Context: an optimization exercise on an open-source flow, tuned for small area and a short achievable clock period. The choices shown serve that exercise and are no tape-out recipe.
At most, simulation tests tie the RTL to the original design; equivalence was not proved.
No functional check of the RTL was part of run 8.
Power figures rest on the tool's default switching activity, not on a simulated workload.

**design/flow/design.v**
```verilog
`timescale 1ns/1ps
`default_nettype none
module bbox_extent (
    input  logic [215:0] verts,
    input  logic [47:0]  screen,
    input  logic [2:0]   mask,
    output logic [2:0]   ordx,
    output logic [2:0]   ordy,
    output logic         clx,
    output logic         cly,
    output logic         off_screen
);
    logic signed [16:0] vx [3];
    logic signed [16:0] vy [3];
    logic signed [16:0] sx, sy;
    logic [2:0] gtx, gty;
    logic [2:0] negx, negy;
    function automatic logic bbox_lt17(input logic [16:0] a, input logic [16:0] b);
        logic [16:0] x, y, g, p;
        logic [4:0]  bg, bp;
        x = {~a[16], a[15:0]};
        y = {~b[16], b[15:0]};
        g = ~x & y;
        p = ~x | y;
        for (int k = 0; k < 4; k++) begin
            bg[k] = g[4*k+3] | (p[4*k+3] & g[4*k+2]) | (p[4*k+3] & p[4*k+2] & g[4*k+1])
                  | (p[4*k+3] & p[4*k+2] & p[4*k+1] & g[4*k]);
            bp[k] = &p[4*k +: 4];
        end
        bg[4] = g[16];
        bp[4] = p[16];
        bbox_lt17 = bg[4] | (bp[4] & bg[3]) | (bp[4] & bp[3] & bg[2])
                  | (bp[4] & bp[3] & bp[2] & bg[1]) | (bp[4] & bp[3] & bp[2] & bp[1] & bg[0]);
    endfunction
    assign sx = {screen[47:34], screen[33:31] | ~mask};
    assign sy = {screen[23:10], screen[9:7] | ~mask};
    always_comb begin
        for (int v = 0; v < 3; v++) begin
            vx[v] = verts[72*v + 55 +: 17];
            vy[v] = verts[72*v + 31 +: 17];
            gtx[v] = vx[v] > sx;
            gty[v] = vy[v] > sy;
            negx[v] = vx[v][16];
            negy[v] = vy[v][16];
        end
        ordx = {bbox_lt17(vx[1], vx[2]), bbox_lt17(vx[0], vx[2]), bbox_lt17(vx[0], vx[1])};
        ordy = {bbox_lt17(vy[1], vy[2]), bbox_lt17(vy[0], vy[2]), bbox_lt17(vy[0], vy[1])};
        clx = |gtx;
        cly = |gty;
        off_screen = (&gtx) | (&gty) | (&negx) | (&negy);
    end
endmodule
`default_nettype wire
`timescale 1ns/1ps
`default_nettype none
module bbox_screen_clip (
    input  logic [215:0] verts,
    input  logic [47:0]  screen,
    input  logic [2:0]   mask,
    input  logic [2:0]   ordx,
    input  logic [2:0]   ordy,
    input  logic         clx,
    input  logic         cly,
    output logic [95:0]  box
);
    logic [23:0] vx [3];
    logic [23:0] vy [3];
    logic [23:0] scr_x, scr_y;
    logic [23:0] mnx, mny, mxx, mxy;
    logic [23:0] ll_x, ll_y, ur_x, ur_y;
    assign {scr_x, scr_y} = screen;
    always_comb begin
        for (int v = 0; v < 3; v++) begin
            vx[v] = verts[72*v + 48 +: 24];
            vy[v] = verts[72*v + 24 +: 24];
        end
    end
    function automatic logic [23:0] pick_min(input logic [2:0] o,
                                             input logic [23:0] a,
                                             input logic [23:0] b,
                                             input logic [23:0] c);
        logic s0, s1, s2;
        s0 = o[0] & o[1];
        s1 = ~o[0] & o[2];
        s2 = ~(s0 | s1);
        pick_min = ({24{s0}} & a) | ({24{s1}} & b) | ({24{s2}} & c);
    endfunction
    function automatic logic [23:0] pick_max(input logic [2:0] o,
                                             input logic [23:0] a,
                                             input logic [23:0] b,
                                             input logic [23:0] c);
        logic s0, s1, s2;
        s0 = ~o[0] & ~o[1];
        s1 = o[0] & ~o[2];
        s2 = ~(s0 | s1);
        pick_max = ({24{s0}} & a) | ({24{s1}} & b) | ({24{s2}} & c);
    endfunction
    always_comb begin
        mnx = pick_min(ordx, vx[0], vx[1], vx[2]);
        mny = pick_min(ordy, vy[0], vy[1], vy[2]);
        mxx = pick_max(ordx, vx[0], vx[1], vx[2]);
        mxy = pick_max(ordy, vy[0], vy[1], vy[2]);
        ll_x = mnx[23] ? 24'd0 : {1'b0, mnx[22:10], mnx[9:7] & mask, 7'd0};
        ll_y = mny[23] ? 24'd0 : {1'b0, mny[22:10], mny[9:7] & mask, 7'd0};
        ur_x = clx ? scr_x : {mxx[23:10], mxx[9:7] & mask, 7'd0};
        ur_y = cly ? scr_y : {mxy[23:10], mxy[9:7] & mask, 7'd0};
    end
    assign box = {ll_x, ll_y, ur_x, ur_y};
endmodule
`default_nettype wire
`timescale 1ns/1ps
`default_nettype none
module bbox_pipe (
    input  logic         clk,
    input  logic         reset,
    input  logic         halt,
    input  logic         valid,
    input  logic [288:1] pay,
    input  logic [95:0]  box,
    output logic [384:0] q
);
    logic         q_valid;
    logic [288:1] q_pay;
    logic [22:7]  q_llx, q_lly;
    logic [47:0]  q_ur;
    always_ff @(posedge clk) begin
        if (reset) begin
            q_valid <= 1'b0;
        end else if (!halt) begin
            q_valid <= valid;
        end
    end
    always_ff @(posedge clk) begin
        if (!halt) begin
            q_pay <= pay;
            q_llx <= box[94:79];
            q_lly <= box[70:55];
            q_ur  <= box[47:0];
        end
    end
    assign q = {q_pay, 1'b0, q_llx, 7'd0, 1'b0, q_lly, 7'd0, q_ur, q_valid};
endmodule
`default_nettype wire
`timescale 1ns/1ps
`default_nettype none
module bbox_top (
    input  logic         clk,
    input  logic         reset,
    input  logic         halt,
    input  logic [288:0] tri_in,
    input  logic [47:0]  screen,
    input  logic [3:0]   msaa,
    output logic [384:0] box_out
);
    logic [288:1] s1_pay;
    logic         s1_valid;
    logic [47:0]  s1_scr;
    logic [2:0]   s1_mask;
    logic [288:1] s2_pay;
    logic         s2_valid;
    logic [47:0]  s2_scr;
    logic [2:0]   s2_mask;
    logic [2:0]   s2_ordx, s2_ordy;
    logic         s2_clx, s2_cly;
    logic [2:0]   ordx, ordy;
    logic         clx, cly, off_screen;
    logic [95:0]  box;
    function automatic logic [2:0] frac_mask(input logic [3:0] code);
        case (code)
            4'b1000: frac_mask = 3'b000;
            4'b0100: frac_mask = 3'b100;
            4'b0010: frac_mask = 3'b110;
            default: frac_mask = 3'b111;
        endcase
    endfunction
    always_ff @(posedge clk) begin
        if (reset) begin
            s1_valid <= 1'b0;
        end else if (!halt) begin
            s1_valid <= tri_in[0];
        end
    end
    always_ff @(posedge clk) begin
        if (!halt) begin
            s1_pay  <= tri_in[288:1];
            s1_scr  <= screen;
            s1_mask <= frac_mask(msaa);
        end
    end
    bbox_extent u_extent (
        .verts      (s1_pay[288:73]),
        .screen     (s1_scr),
        .mask       (s1_mask),
        .ordx       (ordx),
        .ordy       (ordy),
        .clx        (clx),
        .cly        (cly),
        .off_screen (off_screen)
    );
    always_ff @(posedge clk) begin
        if (reset) begin
            s2_valid <= 1'b0;
        end else if (!halt) begin
            s2_valid <= s1_valid & ~off_screen;
        end
    end
    always_ff @(posedge clk) begin
        if (!halt) begin
            s2_pay  <= s1_pay;
            s2_scr  <= s1_scr;
            s2_mask <= s1_mask;
            s2_ordx <= ordx;
            s2_ordy <= ordy;
            s2_clx  <= clx;
            s2_cly  <= cly;
        end
    end
    bbox_screen_clip u_clip (
        .verts  (s2_pay[288:73]),
        .screen (s2_scr),
        .mask   (s2_mask),
        .ordx   (s2_ordx),
        .ordy   (s2_ordy),
        .clx    (s2_clx),
        .cly    (s2_cly),
        .box    (box)
    );
    bbox_pipe u_out (
        .clk   (clk),
        .reset (reset),
        .halt  (halt),
        .valid (s2_valid),
        .pay   (s2_pay),
        .box   (box),
        .q     (box_out)
    );
endmodule
`default_nettype wire
```
**design/flow/constraint.sdc**
```tcl
create_clock -name core_clock -period 9.0 [get_ports {clk}]
set_input_delay 1.8000 -clock core_clock [delete_from_list [all_inputs] [get_ports {clk}]]
set_output_delay 1.8000 -clock core_clock [all_outputs]
set_load 0.01 [all_outputs]
```
**design/flow/flow/post_gp.tcl**
```tcl
# POST_GLOBAL_PLACE hook: a balanced buffer tree for the flip-flop enables
source [file join [file dirname [info script]] halt_tree.tcl]
ht_build DE 16 6 sky130_fd_sc_hd__buf_4 sky130_fd_sc_hd__buf_8
```
**design/flow/flow/run.sh**
```bash
#!/bin/bash
# Standard ORFS layout (standard.sh, unchanged synthesis) with small port
# buffers, a balanced buffer tree for the flip-flop enables after global
# placement (flow/halt_tree.tcl) and a tighter setup target for
# repair_timing. The clock period and constraints stay the design's.
set -euo pipefail
bash standard.sh \
  BUFFER_PORTS_ARGS="-buffer_cell sky130_fd_sc_hd__buf_1" \
  POST_GLOBAL_PLACE_TCL="$(pwd)/flow/post_gp.tcl" \
  SETUP_SLACK_MARGIN=6.0 TNS_END_PERCENT=10 \
  finish > orfs_make.log 2>&1
```
**design/flow/standard.sh**
```bash
#!/bin/bash
# synth_recipe.tcl (not shown) runs the flow's synth.tcl, then flattens the netlist and writes it again
# the make line also repeats each setting of config.mk as NAME=value (left out here)
make -C /OpenROAD-flow-scripts/flow DESIGN_CONFIG=/design/flow/config.mk WORK_HOME=/design/flow/orfs CLKGATE_MAP_FILE= SYNTH_SCRIPT=/design/flow/synth_recipe.tcl "${@:-finish}"
```
**design/flow/flow/halt_tree.tcl**
```tcl
# Rebuilds the buffer tree on the net that drives the flip-flops' enable
# pins (DE) as a balanced tree placed by recursive bisection of the sink
# locations. Runs after global placement; detailed placement legalizes.
proc ht_master {name} {
  set m [[ord::get_db] findMaster $name]
  if {$m eq "NULL" || $m eq ""} { error "no master $name" }
  return $m
}
proc ht_is_buf {inst} {
  set n [[$inst getMaster] getName]
  return [regexp {__(buf|clkbuf)_[0-9]+$} $n]
}
proc ht_in_pin {inst} {
  foreach it [$inst getITerms] { if {[$it isInputSignal]} { return $it } }
  return ""
}
proc ht_out_pin {inst} {
  foreach it [$inst getITerms] { if {[$it isOutputSignal]} { return $it } }
  return ""
}
proc ht_center {inst} {
  set b [$inst getBBox]
  return [list [expr {([$b xMin] + [$b xMax]) / 2}] [expr {([$b yMin] + [$b yMax]) / 2}]]
}
# items: list of {x y payload}; split until each group has at most n items
proc ht_split {items n} {
  if {[llength $items] <= $n} { return [list $items] }
  set xs [lmap i $items {lindex $i 0}]
  set ys [lmap i $items {lindex $i 1}]
  set dx [expr {[tcl::mathfunc::max {*}$xs] - [tcl::mathfunc::min {*}$xs]}]
  set dy [expr {[tcl::mathfunc::max {*}$ys] - [tcl::mathfunc::min {*}$ys]}]
  set k [expr {$dx >= $dy ? 0 : 1}]
  set s [lsort -integer -index $k $items]
  # split so both halves fill whole groups where possible
  set groups [expr {([llength $s] + $n - 1) / $n}]
  set left [expr {($groups / 2) * $n}]
  if {$left == 0} { set left [expr {[llength $s] / 2}] }
  return [concat [ht_split [lrange $s 0 [expr {$left - 1}]] $n] \
                 [ht_split [lrange $s $left end] $n]]
}
proc ht_build {pin_name leaf_n fan_n leaf_cell mid_cell} {
  set block [ord::get_db_block]
  # sinks: every DE pin of an enable flip-flop
  set sinks {}
  foreach inst [$block getInsts] {
    foreach it [$inst getITerms] {
      if {[[$it getMTerm] getName] eq $pin_name && [$it getNet] ne "NULL"} {
        lappend sinks $it
      }
    }
  }
  if {[llength $sinks] == 0} { puts "halt_tree: no $pin_name pins"; return }
  # walk up through buffers to the root net; remember the buffers
  set bufs [dict create]
  set root ""
  foreach it $sinks {
    set net [$it getNet]
    while {1} {
      set drv ""
      foreach d [$net getITerms] { if {[$d isOutputSignal]} { set drv $d } }
      if {$drv eq ""} { break }
      set inst [$drv getInst]
      if {![ht_is_buf $inst] || [regexp {^(input|output)[0-9]+$} [$inst getName]]} { break }
      dict set bufs [$inst getName] $inst
      set net [[ht_in_pin $inst] getNet]
    }
    if {$root eq ""} { set root $net } elseif {$root ne $net} {
      puts "halt_tree: $pin_name pins have more than one root; left alone"; return
    }
  }
  puts "halt_tree: root net [$root getName], [llength $sinks] sinks, [dict size $bufs] old buffers"
  # other loads of the old buffer nets (not DE pins) go back to the root
  set others {}
  dict for {name inst} $bufs {
    set onet [[ht_out_pin $inst] getNet]
    foreach it [$onet getITerms] {
      if {[$it isInputSignal] && [[$it getMTerm] getName] ne $pin_name && ![dict exists $bufs [[$it getInst] getName]]} {
        lappend others $it
      }
    }
  }
  foreach it $sinks { $it disconnect }
  foreach it $others { $it disconnect }
  dict for {name inst} $bufs {
    set onet [[ht_out_pin $inst] getNet]
    foreach it [$inst getITerms] { if {[$it getNet] ne "NULL"} { $it disconnect } }
    odb::dbInst_destroy $inst
    if {[llength [$onet getITerms]] == 0 && [llength [$onet getBTerms]] == 0} { odb::dbNet_destroy $onet }
  }
  foreach it $others { $it connect $root }
  # leaves
  set items [lmap it $sinks { concat [ht_center [$it getInst]] [list $it] }]
  set level 0
  set cell $leaf_cell
  set n $leaf_n
  set count 0
  while {[llength $items] > $fan_n || $level == 0} {
    set next {}
    foreach g [ht_split $items $n] {
      set sx 0; set sy 0
      foreach i $g { incr sx [lindex $i 0]; incr sy [lindex $i 1] }
      set cx [expr {$sx / [llength $g]}]
      set cy [expr {$sy / [llength $g]}]
      set name "halt_tree_${level}_$count"
      incr count
      set inst [odb::dbInst_create $block [ht_master $cell] $name]
      set net [odb::dbNet_create $block "${name}_net"]
      [ht_out_pin $inst] connect $net
      foreach i $g { [lindex $i 2] connect $net }
      $inst setLocation $cx $cy
      $inst setPlacementStatus PLACED
      lappend next [list $cx $cy [ht_in_pin $inst]]
    }
    puts "halt_tree: level $level, [llength $next] buffers of $cell"
    set items $next
    incr level
    set cell $mid_cell
    set n $fan_n
  }
  foreach i $items { [lindex $i 2] connect $root }
}
```
**design/flow/config.mk**
```make
export PLATFORM = sky130hd
export DESIGN_NAME = bbox_top
export DESIGN_NICKNAME = bbox_top
export VERILOG_FILES = /design/flow/design.v
export SDC_FILE = /design/flow/constraint.sdc
export NUM_CORES = 4
export LEC_CHECK = 0
export CAP_MARGIN = 20
export CORE_MARGIN = 2
export CORE_UTILIZATION = 60
export CTS_CLUSTER_DIAMETER = 100
export CTS_CLUSTER_SIZE = 30
export SLEW_MARGIN = 20
```
==> notes.md, run 1 <==
* Status: complete, no violations
* Setup TNS Final at 0 ps
* DIE AREA at 0.0649 mm^2
* Critical Path Start: u_out.q_pay[288]
* Max stage delay on crit path at 470 ps
* Clock share of power at 0.249
* Count of cell types in the netlist at 60
* Hold Crit Depth at 0
* Ys async rst share at 0
* Sequential group share of total power at 0.657
* Leakage at 15.2 nW
* Antenna violations before repair at 23
* ANT nets after route at 0
* Clock latency on the worst-skew pair at 630 ps
* Placed Area at 0.0420 mm^2
* Most common cell after layout, fill and taps aside: edfxtp_1
* Critical path required time at 7200 ps
* Via/cell ratio at 5.64
* CTS tree: built
* Final nets at 3233
* Largest net degree at the start of global routing at 32
* F_max at 0.327 GHz
* Post-synthesis sequential area ratio at 0.841
* Internal power at 7.05 mW
* Starting density of the core at 0.609
* Vias in the first global route at 19700
* Final hold vios at 0
* Critical R2R Launch: s2_ordy[0]
* Starting DRT DRC Count at 1864
* Clock-pin slew on the worst setup and hold paths at 110 ps
* Synth Cell Area at 0.0377 mm^2
* P_sw at 2.15 mW
* Post-route setup slack at 5940 ps
* H-Tree Depth at 2
* GRT overflow at 0
* Cell Count, Final, Fillers Out at 3660
* Crit path max-delay family: flip-flops
* CP arrival at 1260 ps
* Hold Buf Count CTS at 0
* WL/cell at 25.6 um
* Most frequent cells in the layout: edfxtp_1 (1054), buf_1 (676), inv_1 (126)
* YS warnings at 8
* Setup Viol. Count Final at 0
* Slowest-stage cell, CP: edfxtp_1
* Setup CP Type: reg -> out
* Global-route wire length before repair at 130 mm
* Fin crit period at 3060 ps
* Syn Area/Cell at 19.1 um^2
* Syn Inst Count at 1976
* Worst setup EP type: output pin
* Unrepaired setup endpoints after global routing: true
* Hold Path End: s2_pay[99]
* Critical Path Fanout Max at 1
* P per Cell Area at 211 mW/mm^2
* Clk buf depth at 3
* CTS buffer count at 42
* Clk root buf: clkbuf_16
* Final worst path period share at 0.340
* CP Cell Sequence: clkbuf_2
* Slew @ Worst Pin at 1120 ps
* Worst-case hold slack at 414 ps
* Non-Filler Cell Area, Final at 0.0435 mm^2
* Commonest register cell after synthesis: edfxtp_1
* Net Sw Frac at 0.234
* Io pins at 729
* Worst path bufs/invs at 1
* DRC errors left at 0
* Input/output buffers at 712
* Std cell rows at 91
* Worst Reg-to-Reg Cells at 6
* Placed cells at 3585
* Max-cap viol count at 0
* Half-perimeter wire length after placement at 71.2 mm
* Share of layout cells above drive strength 1 at 0.0678
* Worst r2r dst: u_out.q_lly[8]
* Core area at 0.0619 mm^2
* HP Class: reg -> reg
* Final wirelength at 93.8 mm
* Pins Over Slew Limit at 0
* Die Span Y at 255 um
* Via count at 20600
* TritonRoute pass-1 iters at 5
* Number of flops mapped to enable cells by yosys at 1054
* Comb pwr share at 0.095
* GRT Total Usage at 0.282
* Min-delay src: s1_pay[99]
* Die Width at 255 um
* Worst Skew at 21.2 ps
* Clk sinks at 1057
* Maximum VDD drop at 0.184 mV
* Critical Path Start Type: flip-flop
* Dpl ws at 5630 ps
* Slew headroom at 0.251
* Area Overhead vs Synth at 15.4%
* Synthesized flop and latch total at 1057
* Reg-to-reg setup timing slack at 6100 ps
## power by group through the flow
| stage | combinational [mW] | sequential, mW | clock, mW |
|---|---|---|---|
| finish | 0.872 | 6.04 | 2.29 |
| global route | 0.953 | 6.07 | 2.48 |
| CTS | 0.868 | 6.04 | 2.32 |
| detailed placement | 0.856 | 6.14 | 0 |
| global placement | 0.807 | 6.13 | 0 |
| floorplan | 0.412 | 6.27 | 0 |
## repair_timing
action | CTS | global route
endpoints found under the setup margin | 163 | 235
buffers inserted | 0 | 0
resized for setup | 40 | 76
endpoints found under the hold margin | 0 | 0
## metal layers
layer	vias up	track usage	share of wire
met5	-	0	0.0011
li1	9292	-	-
met1	10200	0.359	0.37
met2	927	0.474	0.50
met4	16	0.109	0.034
met3	151	0.0677	0.090
## logic make-up after synthesis
family,Yosys count,share of synthesized area
AND/OR/NAND/NOR,265,0.0355
other,1,0.0000994
adder cells (fa/ha/maj),138,0.0432
flip-flops,1057,0.841
AO/OA/AOI/OAI,331,0.0591
multiplexers,2,0.000531
buffers and inverters,174,0.0190
XOR/XNOR,8,0.00186
## cell type report
class                      instances  area [um^2]
clock buffer                      48         1090
buffer                            79          691
fill                            4123        18400
sequential                      1057        31700
clock inverter                     7          101
inverter                         127          480
antenna                           20         50.0
multi-input combinational        760         5350
timing repair buffer             725         3000
tap                              837         1050
## state kept, by name, summed over array words and instances, names as in the netlist, 3 cells and up
register,flops
s2_pay,288
s1_scr,48
u_out.q_ur,48
u_out.q_llx,16
s2_ordx,3
u_out.q_pay,288
s1_pay,288
s2_mask,3
s2_ordy,3
s1_mask,3
s2_scr,48
u_out.q_lly,16
## metrics by stage
step                utilization  total power [mW]
floorplan                     -              6.68
global placement          0.670              6.94
detailed placement        0.679              7.00
CTS                       0.700              9.23
global route              0.702              9.50
finish                    0.703              9.20
## cells in the mapped netlist (all sizes together) (14+ instances only)
library cell | instances | area share
edfxtp | 1054 | 0.84
a21oi | 100 | 0.013
a211oi | 33 | 0.0066
nand2b | 27 | 0.0045
nor2b | 31 | 0.0051
nand2 | 86 | 0.0086
ha | 96 | 0.032
a21o | 14 | 0.0028
inv | 127 | 0.013
nor2 | 38 | 0.0038
clkbuf | 29 | 0.0029
maj3 | 42 | 0.011
buf | 18 | 0.0035
o21ai | 31 | 0.0041
a22o | 34 | 0.0079
nand3 | 18 | 0.0024
and2 | 17 | 0.0028
a22oi | 39 | 0.0078
## worst max-delay path by stage
stage                               to  depth (start not counted)
after floorplan             s1_mask[0]                          1
after global placement     s1_pay[135]                          4
after detailed placement   s2_pay[213]                          5
after CTS                 box_out[384]                          1
after global routing      box_out[384]                          1
final                     box_out[384]                          1
==> run 2: changes to the inputs <==
==> design/flow/flow/run.sh (replaced) <==
#!/bin/bash
# Standard ORFS layout (standard.sh, unchanged synthesis) with small port
# buffers and, after global placement (flow/post_gp.tcl), a balanced buffer
# tree for the flip-flop enables and the output port buffers moved next to
# the flip-flops that drive them. repair_timing gets a tighter setup target.
# The clock period and constraints stay the design's.
set -euo pipefail
bash standard.sh \
  BUFFER_PORTS_ARGS="-buffer_cell sky130_fd_sc_hd__buf_1" \
  POST_GLOBAL_PLACE_TCL="$(pwd)/flow/post_gp.tcl" \
  SETUP_SLACK_MARGIN=6.3 TNS_END_PERCENT=10 \
  finish > orfs_make.log 2>&1
==> design/flow/flow/out_bufs.tcl (new file) <==
# Output port buffers: each moves next to the cell that drives it and
# becomes a stronger buffer, so the weak flip-flop output sees a short wire
# and the buffer drives the long wire to the pin. Detailed placement
# legalizes the moved buffers afterwards.
proc ob_fix {cell} {
  set block [ord::get_db_block]
  set master [[ord::get_db] findMaster $cell]
  set moved 0
  foreach bt [$block getBTerms] {
    if {[$bt getIoType] ne "OUTPUT"} { continue }
    set net [$bt getNet]
    if {$net eq "NULL"} { continue }
    set buf ""
    foreach it [$net getITerms] { if {[$it isOutputSignal]} { set buf [$it getInst] } }
    if {$buf eq "" || ![regexp {^output[0-9]+$} [$buf getName]]} { continue }
    set in ""
    foreach it [$buf getITerms] { if {[$it isInputSignal]} { set in $it } }
    set drv ""
    foreach it [[$in getNet] getITerms] { if {[$it isOutputSignal]} { set drv [$it getInst] } }
    if {$drv eq ""} { continue }
    set loc [$drv getLocation]
    $buf swapMaster $master
    $buf setLocation [lindex $loc 0] [lindex $loc 1]
    $buf setPlacementStatus PLACED
    incr moved
  }
  puts "out_bufs: moved $moved output buffers next to their drivers as $cell"
}
==> design/flow/flow/post_gp.tcl (replaced) <==
# POST_GLOBAL_PLACE hook: a balanced buffer tree for the flip-flop enables,
# and output port buffers moved next to their drivers
source [file join [file dirname [info script]] halt_tree.tcl]
source [file join [file dirname [info script]] out_bufs.tcl]
ht_build DE 16 6 sky130_fd_sc_hd__buf_4 sky130_fd_sc_hd__buf_8
ob_fix sky130_fd_sc_hd__buf_4
==> notes.md, run 2 <==
* Die Width at 255 um
* Slowest-stage cell, CP: edfxtp_1
* Critical Path Start: u_out.q_pay[284]
* F_max at 0.333 GHz
* Critical Path Fanout Max at 1
* Setup Viol. Count Final at 0
* DRC errors left at 0
* Synth Cell Area at 0.0377 mm^2
* Io pins at 729
* CTS tree: built
* Clk buf depth at 3
* Hold Buf Count CTS at 0
* Top cell type's share of synthesized area at 0.839
* Syn Area/Cell at 19.1 um^2
* Slew headroom at 0.250
* Final hold vios at 0
* Fin crit period at 3000 ps
* Commonest register cell after synthesis: edfxtp_1
* Leakage at 16.5 nW
* Comb pwr share at 0.105
* DIE AREA at 0.0649 mm^2
* Most crowded layer after global routing: met2
* Non-Filler Cell Area, Final at 0.0449 mm^2
* Input/output buffers at 712
* P per Cell Area at 207 mW/mm^2
* Starting density of the core at 0.609
* Syn Inst Count at 1976
* Maximum VDD drop at 0.258 mV
* Number of flops mapped to enable cells by yosys at 1054
* Worst Setup EP: box_out[380]
* Ys async rst share at 0
* GR Util met3 at 0.0780
* Share of layout cells above drive strength 1 at 0.186
* Post-CTS Setup Bufs at 0
* Setup CP Type: reg -> out
* Worst setup EP type: output pin
* Clock latency on the worst-skew pair at 630 ps
* Clk root buf: clkbuf_16
* Max stage delay on crit path at 430 ps
* Die Span Y at 255 um
* Crit path max-delay family: flip-flops
* Worst Skew at 20.8 ps
* Synth area leader: edfxtp_1
* Worst-case hold slack at 423 ps
* Largest registers: s1_pay: 288 flops, s2_pay: 288 flops, u_out.q_pay: 288 flops
* Cell depth of the worst setup path at 1
* CP arrival at 1200 ps
* Clock share of power at 0.247
* Final nets at 3233
* Vias in the first global route at 19900
* Clock-pin slew on the worst setup and hold paths at 110 ps
* Total power at 9.31 mW
* Placed Area at 0.0434 mm^2
* Post-synthesis sequential area ratio at 0.841
* Critical path required time at 7200 ps
* YS warnings at 8
* Slew @ Worst Pin at 1130 ps
* Critical Path Start Type: flip-flop
* Fin util at 0.725
* HP Class: reg -> reg
* Std cell rows at 91
* GRT overflow at 0
* Antenna violations before repair at 28
* Final wirelength at 96.9 mm
* Net Sw Frac at 0.233
* Count of cell types in the netlist at 60
* Worst r2r dst: u_out.q_lly[8]
* H-Tree Depth at 2
* Most frequent cells after synthesis: edfxtp_1 (1054), inv_1 (127), a21oi_1 (100)
* Half-perimeter wire length after placement at 74.1 mm
* CP Cell Sequence: buf_6
* Internal power at 7.14 mW
* Starting DRT DRC Count at 1818
* Worst path bufs/invs at 1
* Most common cell after layout, fill and taps aside: edfxtp_1
* Core area at 0.0619 mm^2
* Reg-to-reg setup timing slack at 6140 ps
* Global-route wire length before repair at 134 mm
* P_sw at 2.17 mW
* ANT nets after route at 0
* CTS buffer count at 42
* Clk sinks at 1057
* M1 GR Usage at 0.363
* GRT Total Usage at 0.292
* Via count at 20800
* Setup TNS Final at 0 ps
* Count leader, synth: edfxtp_1
* Pins Over Slew Limit at 0
* Status: complete, no violations
* Synthesized flop and latch total at 1057
* TritonRoute pass-1 iters at 7
* Worst Reg-to-Reg Cells at 6
* Most frequent cells in the layout: edfxtp_1 (1054), buf_4 (392), buf_1 (343)
* Critical R2R Launch: s2_ordy[0]
* Sequential group share of total power at 0.649
* Largest net degree at the start of global routing at 32
* Via/cell ratio at 5.68
* Synth top area cells: edfxtp_1 (84%), ha_1 (3.2%), a21oi_1 (1.3%)
* Final worst path period share at 0.334
* Unrepaired setup endpoints after global routing: true
* Max-cap viol count at 0
* WL/cell at 26.5 um
* Area Overhead vs Synth at 19.0%
* Routing usage on met2 at 0.498
[run 2: cell counts after synthesis]
Identical to the previous run, type by type.
[run 2: repair_timing]
| item | 4_1_cts | 5_1_grt |
|---|---|---|
| setup endpoints to repair | 386 | 408 |
| pin swaps | 0 | 0 |
| gates resized for setup | 38 | 18 |
| cloned | 0 | 0 |
[run 2: power by group through the flow]
stage | registers [mW] | logic [mW] | clock network (mW)
6_report | 6.04 | 0.977 | 2.29
5_1_grt | 6.07 | 1.06 | 2.47
4_1_cts | 6.03 | 0.977 | 2.33
3_5_place_dp | 6.14 | 0.967 | 0
3_3_place_gp | 6.13 | 0.807 | 0
2_1_floorplan | 6.27 | 0.412 | 0
[run 2: routing by layer]
metal	share of wire	wire [um]	vias to the layer above
met5	0.0015	143	-
met4	0.034	3320	22
met3	0.095	9220	171
met2	0.51	49400	976
met1	0.36	34800	10300
li1	-	-	9291
[run 2: kinds of logic (layout without fill, tap and decap cells)]
| logic type | after synthesis | count (layout) | share of synthesized area |
|---|---|---|---|
| xor+xnor | 8 | 8 | 0.00186 |
| compound gates | 331 | 331 | 0.0591 |
| simple gates | 265 | 265 | 0.0355 |
| flops | 1057 | 1057 | 0.841 |
| buf+inv | 174 | 987 | 0.0190 |
| other cells | 1 | 29 | 0.0000994 |
| fa+ha+maj | 138 | 138 | 0.0432 |
| mux | 2 | 2 | 0.000531 |
[run 2: cell type report]
class	instances	area, um^2
diodes	13	32.5
well taps	837	1050
repair buffers	725	4370
inverters	127	480
clock inverters	8	105
plain buffers	79	691
flip-flops and latches	1057	31700
multi-input cells	760	5350
clock buffers	48	1090
fillers	3885	17100
[run 2: how the worst min path moves through the flow]
stage,startpoint,end,cells past startpoint
after CTS,s2_pay[19],u_out.q_pay[19],0
final,s2_pay[100],u_out.q_pay[100],0
after global routing,s2_pay[172],u_out.q_pay[172],0
after global placement,s2_pay[124],u_out.q_pay[124],0
after floorplan,s1_pay[100],s2_pay[100],0
after detailed placement,s1_pay[122],s2_pay[122],0
[run 2: through the flow]
step | setup WS [ps] | cells
finish | 6000 | 3654
global route | 5930 | 3653
CTS | 5960 | 3641
detailed placement | 5650 | 3585
global placement | 4380 | 3514
floorplan | -8880 | 1991
==> run 3: changes to the inputs <==
--- a/design/flow/flow/post_gp.tcl
+++ b/design/flow/flow/post_gp.tcl
@@ -3,4 +3,4 @@
 source [file join [file dirname [info script]] halt_tree.tcl]
 source [file join [file dirname [info script]] out_bufs.tcl]
 ht_build DE 16 6 sky130_fd_sc_hd__buf_4 sky130_fd_sc_hd__buf_8
-ob_fix sky130_fd_sc_hd__buf_4
+ob_fix sky130_fd_sc_hd__buf_2
==> notes.md, run 3 <==
* Clock latency on the worst-skew pair at 630 ps
* Io pins at 729
* DIE AREA at 0.0649 mm^2
* Slew @ Worst Pin at 1170 ps
* Clk sinks at 1057
* Hold Path End: s2_pay[47]
* Largest registers: s1_pay: 288 flops, s2_pay: 288 flops, u_out.q_pay: 288 flops
* Critical Path Fanout Max at 1
* Most frequent cells after synthesis: edfxtp_1 (1054), inv_1 (127), a21oi_1 (100)
* Worst r2r dst: u_out.q_lly[8]
* Final worst path period share at 0.335
* Starting DRT DRC Count at 1950
* Most common cell after layout, fill and taps aside: edfxtp_1
* Post-route setup slack at 5990 ps
* Min-delay src: s1_pay[47]
* Via count at 20600
* Fillers at 4111
* Synth Cell Area at 0.0377 mm^2
* Final wirelength at 95.8 mm
* Synthesized flop and latch total at 1057
* Half-perimeter wire length after placement at 73.0 mm
* ANT nets after route at 0
* Commonest register cell after synthesis: edfxtp_1
* Critical path required time at 7200 ps
* Worst Reg-to-Reg Cells at 6
* GRT Total Usage at 0.289
* Maximum VDD drop at 0.202 mV
* Critical Path Start Type: flip-flop
* Slowest-stage cell, CP: edfxtp_1
* Max stage delay on crit path at 440 ps
* Die Span Y at 255 um
* Dpl ws at 5640 ps
* Worst path bufs/invs at 1
* Setup CP Type: reg -> out
* CTS buffer count at 42
* P per Cell Area at 210 mW/mm^2
* YS warnings at 8
* Via/cell ratio at 5.64
* CP arrival at 1210 ps
* Clock-pin slew on the worst setup and hold paths at 110 ps
* Number of flops mapped to enable cells by yosys at 1054
* Std cell rows at 91
* Top cell type's share of synthesized area at 0.839
* Final nets at 3233
* Count leader, synth: edfxtp_1
* Synth area leader: edfxtp_1
* Post-synthesis sequential area ratio at 0.841
* Input/output buffers at 712
* Setup Viol. Count Final at 0
* Syn Inst Count at 1976
* Starting density of the core at 0.609
* Synth top area cells: edfxtp_1 (84%), ha_1 (3.2%), a21oi_1 (1.3%)
* Worst-case hold slack at 419 ps
* Placed Area at 0.0425 mm^2
* Share of layout cells above drive strength 1 at 0.187
* Crit path max-delay family: flip-flops
* H-Tree Depth at 2
* Ys async rst share at 0
* Hold Crit Depth at 0
* Core area at 0.0619 mm^2
* GRT overflow at 0
* Clk root buf: clkbuf_16
* F_max at 0.332 GHz
* Clk buf depth at 3
* CP Cell Sequence: buf_6
* Reg-to-reg setup timing slack at 6160 ps
* Final hold vios at 0
* HP Class: reg -> reg
* Global-route wire length before repair at 133 mm
* Slew headroom at 0.221
* WL/cell at 26.2 um
* Area Overhead vs Synth at 16.9%
* TritonRoute pass-1 iters at 5
* Unrepaired setup endpoints after global routing: true
* Most frequent cells in the layout: edfxtp_1 (1054), buf_1 (343), buf_2 (313)
* Antenna violations before repair at 25
* Status: complete, no violations
* Count of cell types in the netlist at 60
* Die Width at 255 um
* CTS tree: built
* Critical R2R Launch: s2_ordy[0]
* Leakage at 16.2 nW
* Setup TNS Final at 0 ps
* DRC errors left at 0
* Largest net degree at the start of global routing at 32
* Syn Area/Cell at 19.1 um^2
* Vias in the first global route at 19800
* Pins Over Slew Limit at 0
* Max-cap viol count at 0
* Worst Skew at 22.3 ps
* Fin crit period at 3010 ps
* Worst setup EP type: output pin
* Non-Filler Cell Area, Final at 0.0441 mm^2
==> run 3: cell counts after synthesis <==
No cell type changed its count.
==> run 3: layout make-up <==
cell class,count,area (um^2),area share
diodes,16,40.0,0.000908
plain buffers,79,691,0.0157
clock buffers,48,1090,0.0248
clock inverters,7,91.3,0.00207
inverters,127,480,0.0109
multi-input cells,760,5350,0.121
flip-flops and latches,1057,31700,0.719
well taps,837,1050,0.0238
repair buffers,725,3580,0.0812
==> run 3: metrics by stage <==
stage,instances,util,total power [mW]
after CTS,3640,0.708,9.27
final,3656,0.712,9.25
after detailed placement,3585,0.686,7.03
after global placement,3514,0.670,6.94
after global routing,3651,0.712,9.54
after floorplan,1991,-,6.68
==> run 3: logic make-up (layout without fill, tap and decap cells) <==
group	count (synthesis)	in the layout	share of synthesized area
buf+inv	174	986	0.0190
compound gates	331	331	0.0591
flops	1057	1057	0.841
mux	2	2	0.000531
simple gates	265	265	0.0355
fa+ha+maj	138	138	0.0432
xor+xnor	8	8	0.00186
other cells	1	32	0.0000994
==> run 3: repair_timing <==
| action | CTS | global route |
|---|---|---|
| hold buffers | 0 | 0 |
| setup endpoints to repair | 387 | 805 |
| setup buffers | 0 | 0 |
| resized for setup | 48 | 70 |
| cloned | 0 | 0 |
==> run 3: how the worst max path moves through the flow <==
stage | start | endpoint | slack, ps | cells past startpoint
after detailed placement | halt | s2_scr[46] | 5640 | 5
final | u_out.q_pay[285] | box_out[381] | 5990 | 1
after floorplan | halt | s1_mask[0] | -8880 | 1
after CTS | u_out.q_lly[8] | box_out[57] | 5960 | 1
after global placement | halt | s1_pay[135] | 4380 | 4
after global routing | u_out.q_lly[8] | box_out[57] | 5940 | 1
==> run 3: per-layer routing <==
layer  part of all wire  up-vias  global-route usage
met2               0.51      915               0.496
met4              0.029       20              0.0914
met5             0.0014        -                   0
li1                   -     9286                   -
met1               0.37    10200               0.361
met3              0.091      150              0.0780
==> run 3: where the power goes <==
part	switching [mW]	leakage, nW	internal, mW	total, mW
clock	1.40	0.580	0.896	2.30
combinational	0.575	5.26	0.348	0.922
sequential	0.188	10.4	5.84	6.03
==> run 4: changes to the inputs <==
--- a/design/flow/flow/run.sh
+++ b/design/flow/flow/run.sh
@@ -8,5 +8,5 @@
 bash standard.sh \
   BUFFER_PORTS_ARGS="-buffer_cell sky130_fd_sc_hd__buf_1" \
   POST_GLOBAL_PLACE_TCL="$(pwd)/flow/post_gp.tcl" \
-  SETUP_SLACK_MARGIN=6.3 TNS_END_PERCENT=10 \
+  SETUP_SLACK_MARGIN=5.0 TNS_END_PERCENT=10 \
   finish > orfs_make.log 2>&1
==> notes.md, run 4 <==
* Status: complete, no violations
* Count of cell types in the netlist at 60
* Maximum VDD drop at 0.202 mV
* Starting DRT DRC Count at 2058
* DRC errors left at 0
* P per Cell Area at 211 mW/mm^2
* Synthesized flop and latch total at 1057
* Clock-pin slew on the worst setup and hold paths at 110 ps
* CP Cell Sequence: buf_2
* Top cell type's share of synthesized area at 0.839
* CP arrival at 1220 ps
* Critical path required time at 7200 ps
* Std cell rows at 91
* Clock latency on the worst-skew pair at 630 ps
* Io pins at 729
* Post-CTS Resized at 0
* Post-synthesis adder-cell area fraction at 0.0432
* Number of flops mapped to enable cells by yosys at 1054
* Via/cell ratio at 5.65
* Syn Area/Cell at 19.1 um^2
* Starting density of the core at 0.609
* Clk root buf: clkbuf_16
* Setup Viol. Count Final at 0
* Ys async rst share at 0
* Critical Path Start Type: flip-flop
* Input/output buffers at 712
* Commonest register cell after synthesis: edfxtp_1
* Largest registers: s1_pay: 288 flops, s2_pay: 288 flops, u_out.q_pay: 288 flops
* Slowest-stage cell, CP: edfxtp_1
* Synth top area cells: edfxtp_1 (84%), ha_1 (3.2%), a21oi_1 (1.3%)
* TritonRoute pass-1 iters at 5
* ANT nets after route at 0
* Slew @ Worst Pin at 1180 ps
* Critical Path Fanout Max at 1
* Hold Buf Count CTS at 0
* F_max at 0.331 GHz
* Largest net degree at the start of global routing at 32
* Fin crit period at 3020 ps
* Die Span Y at 255 um
* Worst setup EP type: output pin
* Antenna violations before repair at 23
* Area Overhead vs Synth at 15.9%
* H-Tree Depth at 2
* Post-synthesis sequential area ratio at 0.841
* HP Class: reg -> reg
* Final worst path period share at 0.335
* Max-cap viol count at 0
* Worst path bufs/invs at 1
* YS warnings at 8
* Worst Skew at 22.8 ps
* GRT Total Usage at 0.289
* Setup TNS Final at 0 ps
* DIE AREA at 0.0649 mm^2
* Global-route wire length before repair at 133 mm
* Via count at 20700
* Leakage at 16.1 nW
* Synth Cell Area at 0.0377 mm^2
* Slew headroom at 0.211
* Count leader, synth: edfxtp_1
* Max stage delay on crit path at 390 ps
* Core area at 0.0619 mm^2
* Post-CTS Setup Bufs at 0
* Die Width at 255 um
* Clk sinks at 1057
* Synth Area in Compound Gates at 0.0591
* Post-synthesis simple-gate area fraction at 0.0355
* GRT overflow at 0
* Half-perimeter wire length after placement at 73.0 mm
* Pins Over Slew Limit at 0
* Setup CP Type: reg -> out
* Share of layout cells above drive strength 1 at 0.187
* Unrepaired setup endpoints after global routing: false
* Fillers at 4174
* Vias in the first global route at 19700
* Placed cells at 3585
* Multiplexer share of the synthesized area at 0.000531
* Most frequent cells in the layout: edfxtp_1 (1054), buf_2 (369), buf_1 (343)
* Most frequent cells after synthesis: edfxtp_1 (1054), inv_1 (127), a21oi_1 (100)
* CTS tree: built
* Final hold vios at 0
* XOR/XNOR Fraction of Synth Area at 0.00186
* Most common cell after layout, fill and taps aside: edfxtp_1
* Crit path max-delay family: flip-flops
* Cell Count, Final, Fillers Out at 3654
* Final wirelength at 95.8 mm
* Synth area leader: edfxtp_1
* WL/cell at 26.2 um
* Final nets at 3233
* CTS buffer count at 42
* Clk buf depth at 3
* Syn Inst Count at 1976
* Largest family of logic cells by synthesized area: compound AO/OA/AOI/OAI gates
[run 4: cell count changes in the layout (fill, tap and decap cells not counted), sizes merged]
cell and change:
diode -2
[run 4: worst paths after layout]
kind             startpoint              to  slack (ps)  cells after the start
min              s1_pay[41]      s2_pay[41]         420                      0
max reg2reg      s2_ordy[0]  u_out.q_lly[8]        6160                      6
max          u_out.q_lly[8]     box_out[57]        5980                      1
min reg2reg      s1_pay[41]      s2_pay[41]         420                      0
[run 4: kinds of logic after synthesis]
logic type	after synthesis
multiplexers	2
adder cells (fa/ha/maj)	138
XOR/XNOR	8
AO/OA/AOI/OAI	331
other	1
flip-flops	1057
AND/OR/NAND/NOR	265
buffers and inverters	174
[run 4: area by class of cell]
cell class	instances	area, um^2	area share
flip-flops and latches	1057	31700	0.725
plain buffers	79	691	0.0158
clock buffers	48	1090	0.0250
inverters	127	480	0.0110
repair buffers	725	3230	0.0739
diodes	14	35.0	0.000801
multi-input cells	760	5350	0.122
well taps	837	1050	0.0239
clock inverters	7	91.3	0.00209
[run 4: stage by stage]
stage               hold WS [ps]  setup WS [ps]  area, um^2  total power [mW]   util
floorplan                    400          -8880       37800              6.68      -
global placement             400           4380       41500              6.94  0.670
detailed placement           405           5640       42500              7.03  0.686
CTS                          424           5930       43700              9.26  0.705
global route                 430           5920       43700              9.52  0.706
finish                       420           5980       43700              9.22  0.706
[run 4: where the power goes]
| group | internal [mW] | switching (mW) |
|---|---|---|
| Clock | 0.896 | 1.40 |
| Combinational | 0.328 | 0.576 |
| Sequential | 5.84 | 0.184 |
| Total | 7.06 | 2.16 |
[run 4: routing by layer]
layer / GRT usage / vias to the layer above / share of wire
met5: 0 / - / 0.0014
met2: 0.498 / 917 / 0.51
met1: 0.362 / 10300 / 0.37
li1: - / 9284 / -
met4: 0.0872 / 20 / 0.028
met3: 0.0763 / 136 / 0.092
==> run 5: changes to the inputs <==
--- a/design/flow/config.mk
+++ b/design/flow/config.mk
@@ -8,6 +8,7 @@
 export CAP_MARGIN = 20
 export CORE_MARGIN = 2
 export CORE_UTILIZATION = 60
-export CTS_CLUSTER_DIAMETER = 100
-export CTS_CLUSTER_SIZE = 30
+export CTS_CLUSTER_DIAMETER = 80
+export CTS_CLUSTER_SIZE = 24
+export PLACE_DENSITY = 0.7
 export SLEW_MARGIN = 20
==> notes.md, run 5 <==
* CTS tree: built
* GRT overflow at 0
* Critical Path Fanout Max at 16
* Area of the multi-input gates at 0.00535 mm^2
* Half-perimeter wire length after placement at 71.5 mm
* DIE AREA at 0.0649 mm^2
* Comb pwr share at 0.096
* Post-CTS Resized at 0
* Unrepaired setup endpoints after global routing: false
* TritonRoute pass-1 iters at 5
* Critical path required time at 9420 ps
* Die Width at 255 um
* YS warnings at 8
* P per Cell Area at 214 mW/mm^2
* Largest registers: s1_pay: 288 flops, s2_pay: 288 flops, u_out.q_pay: 288 flops
* Final hold vios at 0
* Met1 wire length at 34.7 mm
* Clk root buf: clkbuf_16
* Clk sinks at 1057
* Non-Filler Cell Area, Final at 0.0440 mm^2
* Via/cell ratio at 5.66
* DRC errors left at 0
* HP Class: reg -> reg
* Setup CP Type: reg -> reg
* Top cell type's share of synthesized area at 0.839
* Number of flops mapped to enable cells by yosys at 1054
* Setup TNS Final at 0 ps
* Fin crit period at 3160 ps
* Antenna violations before repair at 23
* Largest net degree at the start of global routing at 28
* Max-cap viol count at 0
* Post-CTS Setup Bufs at 0
* Sequential group share of total power at 0.639
* Synth area leader: edfxtp_1
* Placed Area at 0.0425 mm^2
* Clock latency on the worst-skew pair at 640 ps
* WL/cell at 25.7 um
* Setup Viol. Count Final at 0
* H-Tree Depth at 2
* DR top layer: met5
* Fillers at 4044
* Clk buf depth at 3
* Starting DRT DRC Count at 1731
* Most common cell after layout, fill and taps aside: edfxtp_1
* Leakage at 16.2 nW
* Post-synthesis sequential area ratio at 0.841
* Worst setup EP type: flip-flop
* Syn Area/Cell at 19.1 um^2
* Status: complete, no violations
* Core area at 0.0619 mm^2
* Commonest register cell after synthesis: edfxtp_1
* Syn Inst Count at 1976
* Starting density of the core at 0.609
* Most frequent cells in the layout: edfxtp_1 (1054), buf_2 (369), buf_1 (343)
* Pins Over Slew Limit at 0
* Synthesized flop and latch total at 1057
* Clock share of power at 0.265
* Net Sw Frac at 0.232
* ANT nets after route at 0
* Synth top area cells: edfxtp_1 (84%), ha_1 (3.2%), a21oi_1 (1.3%)
* Hold Buf Count CTS at 0
* Via count at 20800
* P_sw at 2.19 mW
* GRT Total Usage at 0.283
* Count leader, synth: edfxtp_1
* Maximum VDD drop at 0.214 mV
* Internal power at 7.23 mW
* DR WL met3 at 8.68 mm
* CTS buffer count at 51
* Slew @ Worst Pin at 1170 ps
* Global-route wire length before repair at 132 mm
* Std cell rows at 91
* Slew headroom at 0.217
* Area Overhead vs Synth at 16.6%
* Die Span Y at 255 um
* Total power at 9.42 mW
* Vias in the first global route at 20100
* Io pins at 729
* F_max at 0.316 GHz
* Dpl ws at 5650 ps
* CP arrival at 3580 ps
* Metal2 WL at 47.4 mm
* Ys async rst share at 0
* Critical Path Start Type: flip-flop
* Share of layout cells above drive strength 1 at 0.189
* Input/output buffers at 712
* Most frequent cells after synthesis: edfxtp_1 (1054), inv_1 (127), a21oi_1 (100)
* Clock-pin slew on the worst setup and hold paths at 90 ps
* Worst Skew at 22.4 ps
* Final worst path period share at 0.351
* Synth Cell Area at 0.0377 mm^2
* Count of cell types in the netlist at 60
* Post-route setup slack at 5840 ps
* Final wirelength at 94.3 mm
* Final nets at 3243
* Flip-flop and latch area at 0.0317 mm^2
## run 5: logic make-up after synthesis
kind of cell	share of synthesized area
and+or+nand+nor	0.0355
muxes	0.000531
buffers and inverters	0.0190
AOI/OAI and AO/OA	0.0591
adders and majority gates	0.0432
other	0.0000994
DFF	0.841
xor gates and xnor gates	0.00186
## run 5: worst max-delay path, cell delays in order (launching register included)
cell and delay, ps:
edfxtp_1 420, nor2b_1 910, buf_4 360, nor2_1 70, nand2_1 110, nand2_1 560
nor3b_1 490
## run 5: power groups by stage
stage / clock [mW] / sequential (mW) / combinational [mW]
finish: 2.50 / 6.02 / 0.905
CTS: 2.55 / 6.02 / 0.904
detailed placement: 0 / 6.13 / 0.899
global placement: 0 / 6.13 / 0.799
global route: 2.69 / 6.06 / 0.980
floorplan: 0 / 6.27 / 0.412
## run 5: per-layer routing
layer,track usage,vias to the layer above
li1,-,9292
met1,0.353,10300
met2,0.478,955
met3,0.0745,174
met4,0.112,16
met5,0,-
## run 5: path summary, 6_finish.rpt
check / start / end / slack, ps / cells past startpoint
worst max-delay path: s2_ordy[0] / u_out.q_lly[8] / 5840 / 6
worst min-delay path: s1_pay[226] / s2_pay[226] / 420 / 0
worst min register to register: s1_pay[226] / s2_pay[226] / 420 / 0
worst max register to register: s2_ordy[0] / u_out.q_lly[8] / 5840 / 6
## run 5: final cells by class
| cell class | instances | area share |
|---|---|---|
| Tap cell | 837 | 0.0238 |
| Clock buffer | 59 | 0.0302 |
| Clock inverter | 8 | 0.00236 |
| Inverter | 127 | 0.0109 |
| Timing Repair Buffer | 724 | 0.0733 |
| Sequential cell | 1057 | 0.721 |
| Buffer | 79 | 0.0157 |
| Multi-Input combinational cell | 760 | 0.122 |
| Antenna cell | 15 | 0.000854 |
## run 5: per-stage QoR
step / util / instances / hold WS (ps)
2_1_floorplan: - / 1991 / 400
3_3_place_gp: 0.670 / 3517 / 400
3_5_place_dp: 0.686 / 3584 / 405
4_1_cts: 0.709 / 3651 / 423
5_1_grt: 0.710 / 3661 / 425
6_report: 0.710 / 3666 / 418
==> run 6: changes to the inputs <==
--- a/design/flow/config.mk
+++ b/design/flow/config.mk
@@ -7,8 +7,8 @@
 export LEC_CHECK = 0
 export CAP_MARGIN = 20
 export CORE_MARGIN = 2
-export CORE_UTILIZATION = 60
-export CTS_CLUSTER_DIAMETER = 80
-export CTS_CLUSTER_SIZE = 24
-export PLACE_DENSITY = 0.7
+export CORE_UTILIZATION = 65
+export CTS_CLUSTER_DIAMETER = 100
+export CTS_CLUSTER_SIZE = 30
+export PLACE_DENSITY = 0.75
 export SLEW_MARGIN = 20
==> notes.md, run 6 <==
* TritonRoute pass-1 iters at 6
* Max stage delay on crit path at 410 ps
* Top cell type's share of synthesized area at 0.839
* Slew @ Worst Pin at 1140 ps
* Ys async rst share at 0
* Flip-flop and latch area at 0.0317 mm^2
* Critical Path Start Type: flip-flop
* Critical Path Fanout Max at 1
* Vias in the first global route at 20800
* Post-synthesis sequential area ratio at 0.841
* Io pins at 729
* Count leader, synth: edfxtp_1
* Starting DRT DRC Count at 2064
* Cell Count, Final, Fillers Out at 3596
* Hold Buf Count CTS at 0
* Area Overhead vs Synth at 15.7%
* Post-CTS Resized at 0
* Starting density of the core at 0.655
* Number of flops mapped to enable cells by yosys at 1054
* Slowest-stage cell, CP: edfxtp_1
* DIE AREA at 0.0600 mm^2
* Post-CTS Setup Bufs at 0
* Area of the multi-input gates at 0.00535 mm^2
* Most frequent cells after synthesis: edfxtp_1 (1054), inv_1 (127), a21oi_1 (100)
* F_max at 0.332 GHz
* Worst path bufs/invs at 1
* Commonest register cell after synthesis: edfxtp_1
* Clk sinks at 1057
* ANT nets after route at 0
* Worst setup EP type: output pin
* Clk root buf: clkbuf_16
* Critical path required time at 7200 ps
* Placed cells at 3513
* WL/cell at 27.6 um
* Slew headroom at 0.236
* Die Span Y at 245 um
* CP arrival at 1210 ps
* Input/output buffers at 712
* Die Width at 245 um
* P per Cell Area at 211 mW/mm^2
* Count of cell types in the netlist at 60
* Syn Area/Cell at 19.1 um^2
* Setup Viol. Count Final at 0
* Leakage at 16.0 nW
* GRT overflow at 0
* Syn Inst Count at 1976
* Synthesized flop and latch total at 1057
* HP Class: reg -> reg
* Final wirelength at 99.3 mm
* Setup CP Type: reg -> out
* Final worst path period share at 0.335
* CTS buffer count at 41
* Std cell rows at 88
* Maximum VDD drop at 0.182 mV
* Synth top area cells: edfxtp_1 (84%), ha_1 (3.2%), a21oi_1 (1.3%)
* Antenna violations before repair at 31
* Unrepaired setup endpoints after global routing: false
* Synth Cell Area at 0.0377 mm^2
* DRC errors left at 0
* Via/cell ratio at 5.94
* Largest net degree at the start of global routing at 42
* Most frequent cells in the layout: edfxtp_1 (1054), buf_2 (369), buf_1 (343)
* Share of layout cells above drive strength 1 at 0.186
* Final hold vios at 0
* Half-perimeter wire length after placement at 73.3 mm
* CTS tree: built
* Core area at 0.0576 mm^2
* Via count at 21400
* Worst-case hold slack at 423 ps
* Clock latency on the worst-skew pair at 620 ps
* Fillers at 3285
* Worst Skew at 26.8 ps
* Max-cap viol count at 0
* Clock-pin slew on the worst setup and hold paths at 110 ps
* Synth area leader: edfxtp_1
* Status: complete, no violations
* Final nets at 3232
* Clk buf depth at 3
* CP Cell Sequence: buf_2
* GRT Total Usage at 0.327
* Most common cell after layout, fill and taps aside: edfxtp_1
* YS warnings at 8
* Pins Over Slew Limit at 0
* H-Tree Depth at 2
* Fin crit period at 3010 ps
* Largest registers: s1_pay: 288 flops, s2_pay: 288 flops, u_out.q_pay: 288 flops
* Global-route wire length before repair at 140 mm
* Crit path max-delay family: flip-flops
run 6: metrics by stage:
step	setup TNS [ps]	worst slack [ps]	instance area [um^2]	utilization	power (mW)
CTS	0	5950	43600	0.756	9.22
finish	0	5990	43600	0.758	9.21
global route	0	5940	43600	0.757	9.47
floorplan	-9362020	-8880	37800	-	6.68
detailed placement	0	5680	42400	0.737	7.04
global placement	0	4570	41400	0.719	6.92
run 6: report_power, final:
part	internal (mW)	leakage [nW]	switching, mW	total (mW)
Clock	0.869	0.554	1.39	2.26
Sequential	5.84	10.4	0.194	6.04
Combinational	0.329	5.14	0.585	0.914
run 6: final cells by class:
cell class | instances | share of cell area
timing repair buffer | 725 | 0.0741
antenna | 32 | 0.00184
inverter | 127 | 0.0110
sequential | 1057 | 0.727
clock inverter | 4 | 0.00141
clock buffer | 47 | 0.0245
buffer | 79 | 0.0158
tap | 765 | 0.0219
multi-input combinational | 760 | 0.123
run 6: logic make-up after synthesis:
kind of cell / synth area share
other cells: 0.0000994
simple gates: 0.0355
flops: 0.841
mux: 0.000531
xor+xnor: 0.00186
compound gates: 0.0591
fa+ha+maj: 0.0432
buf+inv: 0.0190
run 6: metal layers:
metal	vias up	global-route usage	wire length [um]	share of wire
met5	-	0	72	0.00072
met4	12	0.148	4970	0.050
met3	218	0.0705	9120	0.092
met2	1183	0.564	50700	0.51
met1	10700	0.401	34400	0.35
li1	9303	-	-	-
run 6: final timing paths:
check,cells past startpoint,slack [ps],startpoint,to
setup / recovery,1,5990,u_out.q_pay[53],box_out[149]
hold / removal,0,420,s1_pay[245],s2_pay[245]
setup reg to reg,6,6140,s2_ordx[0],u_out.q_llx[8]
hold reg to reg,0,420,s1_pay[245],s2_pay[245]
run 6: worst register-to-register path, stage by stage (launching register included):
cell and delay [ps]:
edfxtp_1 440, nor2b_1 820, buf_4 360, nor2_1 100, nand2_1 130, nand2_1 470, nor3b_1 370
==> run 7: changes to the inputs <==
==> design/flow/flow/post_gp.tcl (replaced) <==
# POST_GLOBAL_PLACE hook: a balanced buffer tree for the flip-flop enables,
# and output port buffers moved next to their drivers
source [file join [file dirname [info script]] halt_tree.tcl]
source [file join [file dirname [info script]] out_bufs.tcl]
ht_build DE 24 6 sky130_fd_sc_hd__buf_4 sky130_fd_sc_hd__buf_8
ob_fix sky130_fd_sc_hd__buf_2
==> notes.md, run 7 <==
* Pins Over Slew Limit at 0
* Syn Inst Count at 1976
* Critical Path Fanout Max at 1
* Worst path bufs/invs at 1
* DIE AREA at 0.0600 mm^2
* Total power at 9.18 mW
* Synthesized flop and latch total at 1057
* Post-CTS Setup Bufs at 0
* Post-synthesis simple-gate area fraction at 0.0355
* Status: complete, no violations
* Antenna violations before repair at 29
* GRT Total Usage at 0.322
* Core area at 0.0576 mm^2
* Leakage at 15.9 nW
* Vias in the first global route at 20500
* CP arrival at 1220 ps
* P per Cell Area at 212 mW/mm^2
* Final worst path period share at 0.336
* Post-CTS Resized at 0
* CTS tree: built
* Clk sinks at 1057
* Number of flops mapped to enable cells by yosys at 1054
* Worst setup EP type: output pin
* Placed Area at 0.0422 mm^2
* Hold Buf Count CTS at 0
* Die Width at 245 um
* Largest net degree at the start of global routing at 42
* Clock-pin slew on the worst setup and hold paths at 110 ps
* Syn Area/Cell at 19.1 um^2
* Most frequent cells in the layout: edfxtp_1 (1054), buf_2 (369), buf_1 (343)
* Synth area leader: edfxtp_1
* Std cell rows at 88
* Critical path required time at 7200 ps
* Unrepaired setup endpoints after global routing: false
* CTS buffer count at 41
* Crit path max-delay family: flip-flops
* Non-Filler Cell Area, Final at 0.0434 mm^2
* Final wirelength at 97.5 mm
* Max stage delay on crit path at 420 ps
* XOR/XNOR Fraction of Synth Area at 0.00186
* Post-synthesis sequential area ratio at 0.841
* DRC errors left at 0
* Final nets at 3207
* Most common cell after layout, fill and taps aside: edfxtp_1
* Io pins at 729
* Share of layout cells above drive strength 1 at 0.178
* Slew @ Worst Pin at 1160 ps
* Area Overhead vs Synth at 15.1%
* Via count at 21100
* TritonRoute pass-1 iters at 6
* Worst-case hold slack at 415 ps
* Ys async rst share at 0
* Largest registers: s1_pay: 288 flops, s2_pay: 288 flops, u_out.q_pay: 288 flops
* F_max at 0.331 GHz
* Clk root buf: clkbuf_16
* Half-perimeter wire length after placement at 71.3 mm
* Maximum VDD drop at 0.170 mV
* GRT overflow at 0
* Post-synthesis adder-cell area fraction at 0.0432
* Multiplexer share of the synthesized area at 0.000531
* CP Cell Sequence: buf_2
* Count of cell types in the netlist at 60
* Critical Path Start Type: flip-flop
* Starting DRT DRC Count at 2079
* H-Tree Depth at 2
* Setup CP Type: reg -> out
* Setup Viol. Count Final at 0
* Largest family of logic cells by synthesized area: compound AO/OA/AOI/OAI gates
* Max-cap viol count at 0
* Top cell type's share of synthesized area at 0.839
* Dpl ws at 5600 ps
* Starting density of the core at 0.655
* Fillers at 3340
* Synth Area in Compound Gates at 0.0591
* Slew headroom at 0.228
* Clk buf depth at 3
* Worst Skew at 24.5 ps
* Count leader, synth: edfxtp_1
* Commonest register cell after synthesis: edfxtp_1
* Slowest-stage cell, CP: edfxtp_1
* ANT nets after route at 0
* Fin crit period at 3020 ps
* Global-route wire length before repair at 138 mm
* WL/cell at 27.4 um
* Most frequent cells after synthesis: edfxtp_1 (1054), inv_1 (127), a21oi_1 (100)
* YS warnings at 8
* Synth Cell Area at 0.0377 mm^2
* HP Class: reg -> reg
* Via/cell ratio at 5.93
* Die Span Y at 245 um
* Post-route setup slack at 5980 ps
* Final hold vios at 0
* Input/output buffers at 712
* Clock latency on the worst-skew pair at 620 ps
* Synth top area cells: edfxtp_1 (84%), ha_1 (3.2%), a21oi_1 (1.3%)
-- run 7: cell counts after synthesis --
Identical to the previous run, type by type.
-- run 7: metal layers --
metal | up-vias | GRT usage | routed length (um)
li1 | 9233 | - | -
met1 | 10500 | 0.404 | 34800
met2 | 1171 | 0.547 | 49500
met3 | 204 | 0.0759 | 8990
met4 | 16 | 0.128 | 4050
met5 | - | 0 | 108
-- run 7: area by class of cell --
cell class	count	area [um^2]	area share
well taps	765	957	0.0221
clock buffers	47	1070	0.0246
clock inverters	4	65.1	0.00150
inverters	127	480	0.0111
repair buffers	725	3230	0.0745
plain buffers	54	480	0.0111
multi-input cells	760	5350	0.123
flip-flops and latches	1057	31700	0.731
diodes	21	52.6	0.00121
-- run 7: cell families (layout without fill, tap and decap cells) --
| logic type | after synthesis | after routing |
|---|---|---|
| other | 1 | 37 |
| AOI/OAI and AO/OA | 331 | 331 |
| adders and majority gates | 138 | 138 |
| DFF | 1057 | 1057 |
| buffers and inverters | 174 | 957 |
| muxes | 2 | 2 |
| and+or+nand+nor | 265 | 265 |
| xor gates and xnor gates | 8 | 8 |
-- run 7: stage by stage --
| stage | utilization | TNS [ps] | instances |
|---|---|---|---|
| finish | 0.754 | 0 | 3560 |
| global route | 0.754 | 0 | 3558 |
| CTS | 0.753 | 0 | 3539 |
| detailed placement | 0.733 | 0 | 3488 |
| global placement | 0.719 | 0 | 3443 |
| floorplan | - | -9362020 | 1991 |
-- run 7: worst paths after layout --
kind                                        from             end  cells past startpoint  slack, ps
worst max-delay path            u_out.q_pay[203]    box_out[299]                      1       5980
worst min-delay path                 s1_pay[245]     s2_pay[245]                      0        410
worst max register to register        s2_ordx[0]  u_out.q_llx[8]                      6       6030
worst min register to register       s1_pay[245]     s2_pay[245]                      0        410
-- run 7: where the power goes --
part	leakage (nW)	switching, mW	total (mW)	internal, mW
clock	0.554	1.37	2.24	0.870
combinational	5.02	0.582	0.902	0.320
sequential	10.4	0.191	6.03	5.84
==> run 8: changes to the inputs <==
--- a/design/flow/design.v
+++ b/design/flow/design.v
@@ -68,6 +68,7 @@
     logic [23:0] scr_x, scr_y;
     logic [23:0] mnx, mny, mxx, mxy;
     logic [23:0] ll_x, ll_y, ur_x, ur_y;
+    logic        negx, negy;
     assign {scr_x, scr_y} = screen;
     always_comb begin
         for (int v = 0; v < 3; v++) begin
@@ -100,8 +101,10 @@
         mny = pick_min(ordy, vy[0], vy[1], vy[2]);
         mxx = pick_max(ordx, vx[0], vx[1], vx[2]);
         mxy = pick_max(ordy, vy[0], vy[1], vy[2]);
-        ll_x = mnx[23] ? 24'd0 : {1'b0, mnx[22:10], mnx[9:7] & mask, 7'd0};
-        ll_y = mny[23] ? 24'd0 : {1'b0, mny[22:10], mny[9:7] & mask, 7'd0};
+        negx = vx[0][23] | vx[1][23] | vx[2][23];
+        negy = vy[0][23] | vy[1][23] | vy[2][23];
+        ll_x = negx ? 24'd0 : {1'b0, mnx[22:10], mnx[9:7] & mask, 7'd0};
+        ll_y = negy ? 24'd0 : {1'b0, mny[22:10], mny[9:7] & mask, 7'd0};
         ur_x = clx ? scr_x : {mxx[23:10], mxx[9:7] & mask, 7'd0};
         ur_y = cly ? scr_y : {mxy[23:10], mxy[9:7] & mask, 7'd0};
     end
--- a/design/flow/flow/run.sh
+++ b/design/flow/flow/run.sh
@@ -8,5 +8,5 @@
 bash standard.sh \
   BUFFER_PORTS_ARGS="-buffer_cell sky130_fd_sc_hd__buf_1" \
   POST_GLOBAL_PLACE_TCL="$(pwd)/flow/post_gp.tcl" \
-  SETUP_SLACK_MARGIN=5.0 TNS_END_PERCENT=10 \
+  SETUP_SLACK_MARGIN=6.2 TNS_END_PERCENT=100 \
   finish > orfs_make.log 2>&1
==> design/flow/flow/post_gp.tcl (replaced) <==
# POST_GLOBAL_PLACE hook: a balanced buffer tree for the flip-flop enables,
# and output port buffers moved next to their drivers
source [file join [file dirname [info script]] halt_tree.tcl]
source [file join [file dirname [info script]] out_bufs.tcl]
ht_build DE 16 6 sky130_fd_sc_hd__buf_4 sky130_fd_sc_hd__buf_8
ob_fix sky130_fd_sc_hd__buf_2
--- a/design/flow/config.mk
+++ b/design/flow/config.mk
@@ -7,8 +7,7 @@
 export LEC_CHECK = 0
 export CAP_MARGIN = 20
 export CORE_MARGIN = 2
-export CORE_UTILIZATION = 65
+export CORE_UTILIZATION = 60
 export CTS_CLUSTER_DIAMETER = 100
 export CTS_CLUSTER_SIZE = 30
-export PLACE_DENSITY = 0.75
 export SLEW_MARGIN = 20
==> notes.md, run 8 <==
* CP Cell Sequence: buf_6
* Status: complete, no violations
* Top cell type's share of synthesized area at 0.840
* H-Tree Depth at 2
* Ys async rst share at 0
* GRT Total Usage at 0.286
* HP Class: reg -> reg
* Post-synthesis sequential area ratio at 0.842
* Via count at 20600
* Largest registers: s1_pay: 288 flops, s2_pay: 288 flops, u_out.q_pay: 288 flops
* F_max at 0.333 GHz
* Setup Viol. Count Final at 0
* Vias in the first global route at 19300
* Commonest register cell after synthesis: edfxtp_1
* WL/cell at 26.2 um
* Io pins at 729
* Number of flops mapped to enable cells by yosys at 1054
* Area Overhead vs Synth at 17.8%
* Max stage delay on crit path at 420 ps
* Leakage at 16.3 nW
* Flip-flop and latch area at 0.0317 mm^2
* Hold Buf Count CTS at 0
* TritonRoute pass-1 iters at 8
* Global-route wire length before repair at 131 mm
* Final nets at 3231
* Crit path max-delay family: flip-flops
* Reg-to-reg setup timing slack at 6280 ps
* Worst setup EP type: output pin
* Metal2 WL at 48.0 mm
* Worst Skew at 30.6 ps
* Maximum VDD drop at 0.219 mV
* Fillers at 4048
* CP arrival at 1200 ps
* Slew headroom at 0.263
* Clock latency on the worst-skew pair at 620 ps
* Largest net degree at the start of global routing at 34
* GRT overflow at 0
* P per Cell Area at 206 mW/mm^2
* Syn Area/Cell at 19.1 um^2
* Worst-case hold slack at 415 ps
* Most frequent cells in the layout: edfxtp_1 (1054), buf_1 (343), buf_2 (264)
* Post-route setup slack at 6000 ps
* Share of layout cells above drive strength 1 at 0.190
* Cell Count, Final, Fillers Out at 3646
* Std cell rows at 91
* Input/output buffers at 712
* Non-Filler Cell Area, Final at 0.0444 mm^2
* Starting DRT DRC Count at 2005
* Max-cap viol count at 0
* Synth area leader: edfxtp_1
* Core area at 0.0619 mm^2
* Final worst path period share at 0.334
* Count of cell types in the netlist at 61
* Die Span Y at 255 um
* Most common cell after layout, fill and taps aside: edfxtp_1
* DIE AREA at 0.0648 mm^2
* Met1 wire length at 36.1 mm
* Pins Over Slew Limit at 0
* Fin crit period at 3000 ps
* Clk sinks at 1057
* Placed cells at 3578
* Clk buf depth at 3
* Net Sw Frac at 0.229
* Starting density of the core at 0.608
* Final hold vios at 0
* Internal power at 7.03 mW
* DR top layer: met5
* ANT nets after route at 0
* Syn Inst Count at 1972
* Half-perimeter wire length after placement at 73.1 mm
* Sequential group share of total power at 0.658
## run 8: cell count changes after synthesis, sizes merged, moves of 4 or more
cell	previous run	this run
a2111oi	7	3
a21oi	100	92
a221oi	5	9
a22o	34	28
a22oi	39	45
nand2b	27	21
nor2	38	50
nor3b	7	1
o211ai	10	4
## run 8: kinds of logic after synthesis
family	Yosys count	share of synthesized area
flip-flops	1057	0.842
AND/OR/NAND/NOR	266	0.0346
AO/OA/AOI/OAI	323	0.0584
buffers and inverters	176	0.0192
XOR/XNOR	8	0.00186
multiplexers	2	0.000531
other	1	0.0000995
adder cells (fa/ha/maj)	139	0.0435
## run 8: power by group through the flow
stage | logic, mW | clock network [mW] | registers (mW)
floorplan | 0.387 | 0 | 6.24
global placement | 0.745 | 0 | 6.11
detailed placement | 0.839 | 0 | 6.11
CTS | 0.869 | 2.28 | 6.00
global route | 0.956 | 2.43 | 6.04
finish | 0.884 | 2.23 | 6.01
## run 8: worst paths after layout
path / start / endpoint / cells past startpoint
max reg2reg: s1_pay[248] / s2_ordy[1] / 8
min: s2_pay[82] / u_out.q_pay[82] / 0
max: u_out.q_pay[132] / box_out[228] / 1
min reg2reg: s2_pay[82] / u_out.q_pay[82] / 0
## run 8: area by class of cell
| class | instances | share of cell area |
|---|---|---|
| flip-flops and latches | 1057 | 0.715 |
| multi-input cells | 754 | 0.121 |
| repair buffers | 727 | 0.0880 |
| clock buffers | 47 | 0.0241 |
| well taps | 837 | 0.0236 |
| plain buffers | 79 | 0.0156 |
| inverters | 129 | 0.0110 |
| clock inverters | 4 | 0.00138 |
| diodes | 12 | 0.000677 |
## run 8: metrics by stage
stage | setup TNS (ps) | util
3_5_place_dp | 0 | 0.685
2_1_floorplan | -9362020 | -
4_1_cts | 0 | 0.712
3_3_place_gp | 0 | 0.668
6_report | 0 | 0.716
5_1_grt | 0 | 0.716
## run 8: repair_timing
item / CTS / global route
setup endpoints to repair: 370 / 374
pin swaps: 0 / 4
buffers inserted: 0 / 5
gates resized for setup: 162 / 58
## run 8: metal layers
| layer | up-vias | global-route usage |
|---|---|---|
| li1 | 9255 | - |
| met1 | 10300 | 0.370 |
| met2 | 870 | 0.487 |
| met3 | 141 | 0.0652 |
| met4 | 10 | 0.0931 |
| met5 | - | 0 |

Re-timed with assumed drivers on the ports (clkbuf_16 on the clock, buf_2 on other inputs), run 8 has 5.935 ns of setup slack against 5.997 ns with ideal ports, and 5.635 ns once port delays also move by the mid clock arrival of 0.670 ns.
